Background: an optimization exercise with open tools, aiming at small area, a short achievable clock period and few clock cycles per item. Do not read the settings as production practice.
Function was checked by simulation only, so behaviour that the tests miss may differ from the original.
The clock port is modelled as an ideal driver, which makes a skipped or thinned clock tree look cheaper than it is; a real chip needs a root buffer or a tree.
No activity file was given, so power comes from the tool's default toggle rates.

Design fuzzy_signature_scanner, start of the top module:
module fuzzy_signature_scanner #(
   parameter int PATTERN_LEN = 32,
   parameter int OFFSET_BITS = 32
) (
   input  logic                      clock,
   input  logic                      reset,
   input  logic                      req_valid,
   output logic                      req_ready,
   input  logic [7:0]                req_data_byte,
   input  logic                      req_end_of_region,
   output logic                      rsp_valid,
   input  logic                      rsp_ready,
   output logic                      rsp_found,
   output logic [31:0]               rsp_hit_offset,
   input  logic                      csr_wr_en,
   input  logic [2:0]                csr_index,
   input  logic [63:0]               csr_wdata
);
Size: about 1500 cells after synthesis, ~440 flip-flops, ~20000 um^2 of cells after synthesis.
==> flow/config.mk <==
export PLATFORM = sky130hd
export DESIGN_NAME = fuzzy_signature_scanner
export DESIGN_NICKNAME = fuzzy_signature_scanner
export VERILOG_FILES = /design/flow/design.v
export SDC_FILE = /design/flow/constraint.sdc
export NUM_CORES = 4
export LEC_CHECK = 0
export ABC_CLOCK_PERIOD_IN_PS = 2500
export CAP_MARGIN = 20
export CORE_MARGIN = 2
export CORE_UTILIZATION = 60
export CTS_CLUSTER_DIAMETER = 70
export CTS_CLUSTER_SIZE = 36
export SETUP_SLACK_MARGIN = 4.8
export SLEW_MARGIN = 20
==> flow/constraint.sdc <==
create_clock -name core_clock -period 7.5 [get_ports {clock}]
set_input_delay 1.5000 -clock core_clock [delete_from_list [all_inputs] [get_ports {clock}]]
set_output_delay 1.5000 -clock core_clock [all_outputs]
set_load 0.01 [all_outputs]
standard.sh (not shown) runs the stock make flow with config.mk's settings and CLKGATE_MAP_FILE= SYNTH_SCRIPT=/design/flow/synth_recipe.tcl, a recipe that flattens the netlist after the stock synthesis.
==> flow/flow/run.sh <==
#!/bin/bash
set -euo pipefail
bash standard.sh \
  "BUFFER_PORTS_ARGS=-buffer_cell sky130_fd_sc_hd__buf_1" \
  "PRE_RESIZE_TCL=$PWD/flow/ports.tcl" \
  "CTS_ARGS=-sink_clustering_enable -repair_clock_nets -sink_clustering_size 36 -sink_clustering_max_diameter 70 -dont_use_dummy_load" \
  finish > flow.log 2>&1
==> flow/flow/ports.tcl <==
# PRE_RESIZE hook: the port buffers start as buf_1; the inputs that fan out to many
# enables or feed long control paths get a stronger buffer.
foreach port {csr_wr_en csr_index[0] csr_index[1] csr_index[2] reset req_valid rsp_ready req_end_of_region} {
  foreach pin [get_pins -of_objects [get_nets $port]] {
    set inst [get_cells -of_objects $pin]
    set master [get_property [get_lib_cells -of_objects $inst] name]
    if {[string match "sky130_fd_sc_hd__buf_*" $master]} {
      puts "ports.tcl: [get_full_name $inst] ($master) -> sky130_fd_sc_hd__buf_4 for $port"
      replace_cell $inst sky130_fd_sc_hd__buf_4
    }
  }
}
The starting point completed without violations.
Testbench counts at the start, summed over its fixed seeds: cycles 35,186, bytes 35,180.
==> next run, changes <==
==> flow/flow/run.sh (replaced) <==
#!/bin/bash
set -euo pipefail
bash standard.sh \
  "BUFFER_PORTS_ARGS=-buffer_cell sky130_fd_sc_hd__buf_1" \
  "PRE_RESIZE_TCL=$PWD/flow/ports.tcl" \
  "PRE_CTS_TCL=$PWD/flow/ctsroot.tcl" \
  "CTS_ARGS=-sink_clustering_enable -repair_clock_nets -sink_clustering_size 30 -sink_clustering_max_diameter 80 -dont_use_dummy_load" \
  SETUP_SLACK_MARGIN=5.1 \
  finish > flow.log 2>&1
==> flow/flow/ctsroot.tcl (new file) <==
rename clock_tree_synthesis my_orig_clock_tree_synthesis
proc clock_tree_synthesis {args} {
  my_orig_clock_tree_synthesis {*}$args
  set block [ord::get_db_block]
  set root [$block findInst clkbuf_0_clock]
  if {$root eq "NULL"} {
    puts "ctsroot.tcl: no root buffer clkbuf_0_clock, tree left as built"
    return
  }
  set in [[$root findITerm A] getNet]
  set out [[$root findITerm X] getNet]
  set loads {}
  foreach it [$out getITerms] { if {[$it isInputSignal]} { lappend loads $it } }
  if {[llength $loads] > 4} {
    puts "ctsroot.tcl: root buffer drives [llength $loads] pins, tree left as built"
    return
  }
  foreach it $loads { $it disconnect; $it connect $in }
  odb::dbInst_destroy $root
  odb::dbNet_destroy $out
  $in setSigType CLOCK
  puts "ctsroot.tcl: removed clkbuf_0_clock; the clock port drives [llength $loads] buffers"
}
==> flow/flow/ports.tcl (replaced) <==
# PRE_RESIZE hook: the port buffers start as buf_1; the inputs that fan out to many
# enables or feed long control paths get a stronger buffer.
foreach {port cell} {csr_wr_en buf_8 csr_index[0] buf_8 csr_index[1] buf_8 csr_index[2] buf_8 reset buf_4 req_valid buf_4 rsp_ready buf_4 req_end_of_region buf_4} {
  foreach pin [get_pins -of_objects [get_nets $port]] {
    set inst [get_cells -of_objects $pin]
    set master [get_property [get_lib_cells -of_objects $inst] name]
    if {[string match "sky130_fd_sc_hd__buf_*" $master]} {
      puts "ports.tcl: [get_full_name $inst] ($master) -> sky130_fd_sc_hd__$cell for $port"
      replace_cell $inst sky130_fd_sc_hd__$cell
    }
  }
}
--- a/flow/config.mk
+++ b/flow/config.mk
@@ -10,6 +10,5 @@
 export CORE_MARGIN = 2
 export CORE_UTILIZATION = 60
-export CTS_CLUSTER_DIAMETER = 70
-export CTS_CLUSTER_SIZE = 36
-export SETUP_SLACK_MARGIN = 4.8
+export CTS_CLUSTER_DIAMETER = 80
+export CTS_CLUSTER_SIZE = 30
 export SLEW_MARGIN = 20
After rerunning:
- The changed run passed the timing, design-rule and antenna checks
- total power drops by 1.6%
- global-route usage goes up by 2.6 points
- routed wire length came out higher by 14%
- sequential power is about the same
- core utilization goes up by 3.1 points
- first-iteration DRC count increases by 26%
==> next run, changes <==
==> flow/flow/run.sh (replaced) <==
#!/bin/bash
set -euo pipefail
bash standard.sh \
  "BUFFER_PORTS_ARGS=-buffer_cell sky130_fd_sc_hd__buf_1" \
  "PRE_RESIZE_TCL=$PWD/flow/ports.tcl" \
  "CTS_ARGS=-sink_clustering_enable -repair_clock_nets -sink_clustering_size 30 -sink_clustering_max_diameter 80 -dont_use_dummy_load" \
  finish > flow.log 2>&1
==> flow/flow/ports.tcl (replaced) <==
# PRE_RESIZE hook: the port buffers start as buf_1; the inputs that fan out to many
# enables or feed long control paths get a stronger buffer.
foreach port {csr_wr_en csr_index[0] csr_index[1] csr_index[2] reset req_valid rsp_ready req_end_of_region} {
  foreach pin [get_pins -of_objects [get_nets $port]] {
    set inst [get_cells -of_objects $pin]
    set master [get_property [get_lib_cells -of_objects $inst] name]
    if {[string match "sky130_fd_sc_hd__buf_*" $master]} {
      puts "ports.tcl: [get_full_name $inst] ($master) -> sky130_fd_sc_hd__buf_4 for $port"
      replace_cell $inst sky130_fd_sc_hd__buf_4
    }
  }
}
# A fanout limit, so that the resizer builds buffer trees for the wide enables (CSR writes,
# the match counters' step) before timing repair.
set_max_fanout 24 [current_design]
--- a/flow/config.mk
+++ b/flow/config.mk
@@ -12,3 +12,4 @@
 export CTS_CLUSTER_DIAMETER = 80
 export CTS_CLUSTER_SIZE = 30
+export SETUP_SLACK_MARGIN = 4.8
 export SLEW_MARGIN = 20
removed: flow/flow/ctsroot.tcl
Result:
- The changed run completed with no timing, DRC or antenna violations
- clock power went down by about 5%
- global-route usage drops by 0.44 points
- combinational power went down by about 1%
- worst setup slack degrades by 200 ps
- synthesized cell count stays the same

==> separate check: timing with driven ports <==
Ports are ideal in the flow. The routed layouts listed here were re-timed in OpenROAD. Step 1 (the two cells are an assumption about what drives the block):
set clk [get_ports {clock}]
set_driving_cell -lib_cell sky130_fd_sc_hd__clkbuf_16 $clk
set_driving_cell -lib_cell sky130_fd_sc_hd__buf_2 [delete_from_list [all_inputs] $clk]
Step 2 moves the port delays by t, midway between the first and last clock arrival at a register: inputs arrive t later, outputs are due t later. That takes back most of the time a late clock gives input paths. a / b / c = ideal / step 1 / step 2; a / b = the first two.
run | shift t [ns] | setup slack, ns | worst slew at a driven data input, ns
the first run | 0.612 | 4.867 / 4.812 / 4.312 | 0.09
the second run | 0.482 | 4.970 / 4.900 / 4.646 | 0.06
the third run | 0.590 | 4.772 / 4.772 / 4.289 | 0.09
After both steps every run listed still meets setup and hold. The setup slack of the first run, which loses most, moves by -0.055 ns with the drivers and by -0.555 ns with both steps.
